Source: an optimization exercise on an open RTL-to-GDS flow (aim: small area, a short achievable clock period and few clock cycles per item). Production flows keep margins and buffers that such runs may drop. Power and IR drop assume default switching activity.

==> inputs of exp/umber <==
## gray_quantizer_with_dither
module gray_quantizer_with_dither
(
  input  wire logic              clk,
  input  wire logic              rst_n,
  input  wire logic              in_valid,
  output logic                   in_ready,
  input  wire logic [23:0]       in_data,
  output logic                   out_valid,
  input  wire logic              out_ready,
  output logic [8:0]             out_data,
  input  wire logic              psel,
  input  wire logic              penable,
  input  wire logic              pwrite,
  input  wire logic [gqd_pkg::ADDR_W-1:0] paddr,
  input  wire logic [gqd_pkg::DATA_W-1:0] pwdata,
  output logic [gqd_pkg::DATA_W-1:0]      prdata,
  output logic                   pready
);
==> module gray_quantizer_with_dither, before the edit <==
module gray_quantizer_with_dither
(
  input  wire logic              clk,
  input  wire logic              rst_n,
  input  wire logic              in_valid,
  output logic                   in_ready,
  input  wire logic [23:0]       in_data,
  output logic                   out_valid,
  input  wire logic              out_ready,
  output logic [8:0]             out_data,
  input  wire logic              psel,
  input  wire logic              penable,
  input  wire logic              pwrite,
  input  wire logic [gqd_pkg::ADDR_W-1:0] paddr,
  input  wire logic [gqd_pkg::DATA_W-1:0] pwdata,
  output logic [gqd_pkg::DATA_W-1:0]      prdata,
  output logic                   pready
);
  logic [gqd_pkg::LVL_W-1:0] levels_r;
  logic                      dither_r;
  logic [gqd_pkg::DIM_W-1:0] width_r;
  logic [gqd_pkg::DIM_W-1:0] height_r;
  logic [7:0]                n_lo;
  logic [2:0]                shift_r;
  logic [6:0]                mul_r;
  gqd_pkg::gqd_reg_t         reg_idx;
  logic                      wr_en;
  assign pready  = 1'b1;
  assign reg_idx = gqd_pkg::gqd_reg_t'(paddr[gqd_pkg::ADDR_W-1:2]);
  assign wr_en   = psel && penable && pwrite;
  always_ff @(posedge clk) begin
    if (!rst_n) begin
      levels_r <= gqd_pkg::LEVELS_RST;
      dither_r <= 1'b0;
      width_r  <= gqd_pkg::WIDTH_RST;
      height_r <= gqd_pkg::HEIGHT_RST;
    end else if (wr_en) begin
      case (reg_idx)
        gqd_pkg::REG_LEVELS: levels_r <= pwdata[gqd_pkg::LVL_W-1:0];
        gqd_pkg::REG_DITHER: dither_r <= pwdata[0];
        gqd_pkg::REG_WIDTH:  width_r  <= pwdata[gqd_pkg::DIM_W-1:0];
        gqd_pkg::REG_HEIGHT: height_r <= pwdata[gqd_pkg::DIM_W-1:0];
        default: begin
        end
      endcase
    end
  end
  logic [2:0] shift_c;
  logic [6:0] mul_c;
  logic       big_c, pow2_c;
  gqd_build u_build (
    .levels (levels_r),
    .shift  (shift_c),
    .mul    (mul_c),
    .big    (big_c),
    .pow2   (pow2_c)
  );
  always_ff @(posedge clk) begin
    shift_r <= shift_c;
    mul_r   <= mul_c;
  end
  assign n_lo = (levels_r == '0) ? 8'd1 : levels_r[7:0];
  always_ff @(posedge clk) begin
    case (reg_idx)
      gqd_pkg::REG_LEVELS: prdata <= gqd_pkg::DATA_W'(levels_r);
      gqd_pkg::REG_DITHER: prdata <= gqd_pkg::DATA_W'(dither_r);
      gqd_pkg::REG_WIDTH:  prdata <= gqd_pkg::DATA_W'(width_r);
      gqd_pkg::REG_HEIGHT: prdata <= gqd_pkg::DATA_W'(height_r);
      default:             prdata <= '0;
    endcase
  end
  gqd_pipe u_pipe (
    .clk       (clk),
    .rst_n     (rst_n),
    .n_lo_i    (n_lo),
    .shift_i   (shift_r),
    .mul_i     (mul_r),
    .big_i     (big_c),
    .pow2_i    (pow2_c),
    .dither_i  (dither_r),
    .width_i   (width_r),
    .height_i  (height_r),
    .in_valid  (in_valid),
    .in_ready  (in_ready),
    .in_data   (in_data),
    .out_valid (out_valid),
    .out_ready (out_ready),
    .out_data  (out_data)
  );
endmodule
clock: 8.0 ns
lec_check: 0
abc_area: 1
cap_margin: 20
core_margin: 2
core_utilization: 45
setup_slack_margin: 4.5
slew_margin: 20
run.sh (not shown) runs the stock make flow with config.mk's settings and CLKGATE_MAP_FILE= SYNTH_SCRIPT=/design/flow/synth_recipe.tcl, a recipe that flattens the netlist after the stock synthesis.
==> exp/cedar: changes against exp/umber <==
--- a/flow/design.v
+++ b/flow/design.v
@@ -443,13 +443,13 @@
     mul_r   <= mul_c;
   end
   assign n_lo = (levels_r == '0) ? 8'd1 : levels_r[7:0];
-  always_ff @(posedge clk) begin
+  always_comb begin
     case (reg_idx)
-      gqd_pkg::REG_LEVELS: prdata <= gqd_pkg::DATA_W'(levels_r);
-      gqd_pkg::REG_DITHER: prdata <= gqd_pkg::DATA_W'(dither_r);
-      gqd_pkg::REG_WIDTH:  prdata <= gqd_pkg::DATA_W'(width_r);
-      gqd_pkg::REG_HEIGHT: prdata <= gqd_pkg::DATA_W'(height_r);
-      default:             prdata <= '0;
+      gqd_pkg::REG_LEVELS: prdata = gqd_pkg::DATA_W'(levels_r);
+      gqd_pkg::REG_DITHER: prdata = gqd_pkg::DATA_W'(dither_r);
+      gqd_pkg::REG_WIDTH:  prdata = gqd_pkg::DATA_W'(width_r);
+      gqd_pkg::REG_HEIGHT: prdata = gqd_pkg::DATA_W'(height_r);
+      default:             prdata = '0;
     endcase
   end
   gqd_pipe u_pipe (
--- a/flow/config.mk
+++ b/flow/config.mk
@@ -5,7 +5,6 @@
 export SDC_FILE = /design/flow/constraint.sdc
 export NUM_CORES = 4
 export LEC_CHECK = 0
-export ABC_AREA = 1
 export CAP_MARGIN = 20
 export CORE_MARGIN = 2
 export CORE_UTILIZATION = 45
==> notes.md <==
CP Depth: 23
Fin nets: 2543
Initial core utilization: 45.6%
Worst Path Arrival: 4.39 ns
Run status: finished clean
Metal3 WL: 1960 µm
Biggest power consumer among the groups: combinational cells
Tap cells: 461
Post-synthesis adder-cell area fraction: 21.5%
Biggest regs: height_r: 13 flops, prdata: 13 flops, width_r: 13 flops
CP Cell Sequence: buf_12, nor2_4, nand4_4, nand2_8, nand2_4, fa_1, inv_1, fa_1, inv_1, fa_1, inv_2, ha_4, a21oi_2, nand2_1, nand2_1, nand2_2, xnor2_2, nand2_2, nand2_2, nand2_4, nand3_4, nor2_1, nor2_1
Logic inverters: 383
Placer Congestion: 0.902
Finished Layout Cells: 2721
The numbers above come from exp/umber.

==> notes.md <==
Finished Layout Cells: 2368
Run status: finished clean
Biggest power consumer among the groups: sequential cells
CP Cell Sequence: buf_4, buf_6, and2_4, fa_2, fa_1, inv_1, fa_1, fa_1, inv_1, ha_4, a21o_1, a21o_1, a21oi_4, buf_4, o21ai_1, nand4_1, a31oi_1, and2_1
Logic inverters: 174
Setup repair bufs after CTS: 77
Synth Area in Compound Gates: 15.6%
Top delay family on crit path: adder cells
Tap cells: 455
Die H: 192 µm
Fin nets: 2196
Worst Path Arrival: 4.53 ns
Placer Congestion: 0.882
CP Depth: 18
Post-synthesis adder-cell area fraction: 21.8%
The numbers above come from exp/cedar.

Function was not checked in any run of this note: the RTL went through the layout flow alone.

port drivers added, routing unchanged:
No port has a modelled driver above. Below, the same layouts with a new extraction and two added sets of constraints. Step 1: set_driving_cell puts a clkbuf_16 on clk and a buf_2 on each other input, an assumption about the parent block. Step 2 moves the port delays by t, midway between the first and last clock arrival at a register: inputs arrive t later, outputs are due t later. That takes back most of the time a late clock gives input paths. Three values: ideal, step 1, step 2; two values: the first two.
run | t, ns | slack for setup (ns) | worst register clock-pin slew, ns
exp/umber | 0.499 | 3.818 / 3.818 / 3.818 | 0.08 / 0.08
exp/cedar | 0.500 | 3.680 / 3.680 / 3.680 | 0.08 / 0.08
After both steps setup and hold are still met in every run listed.
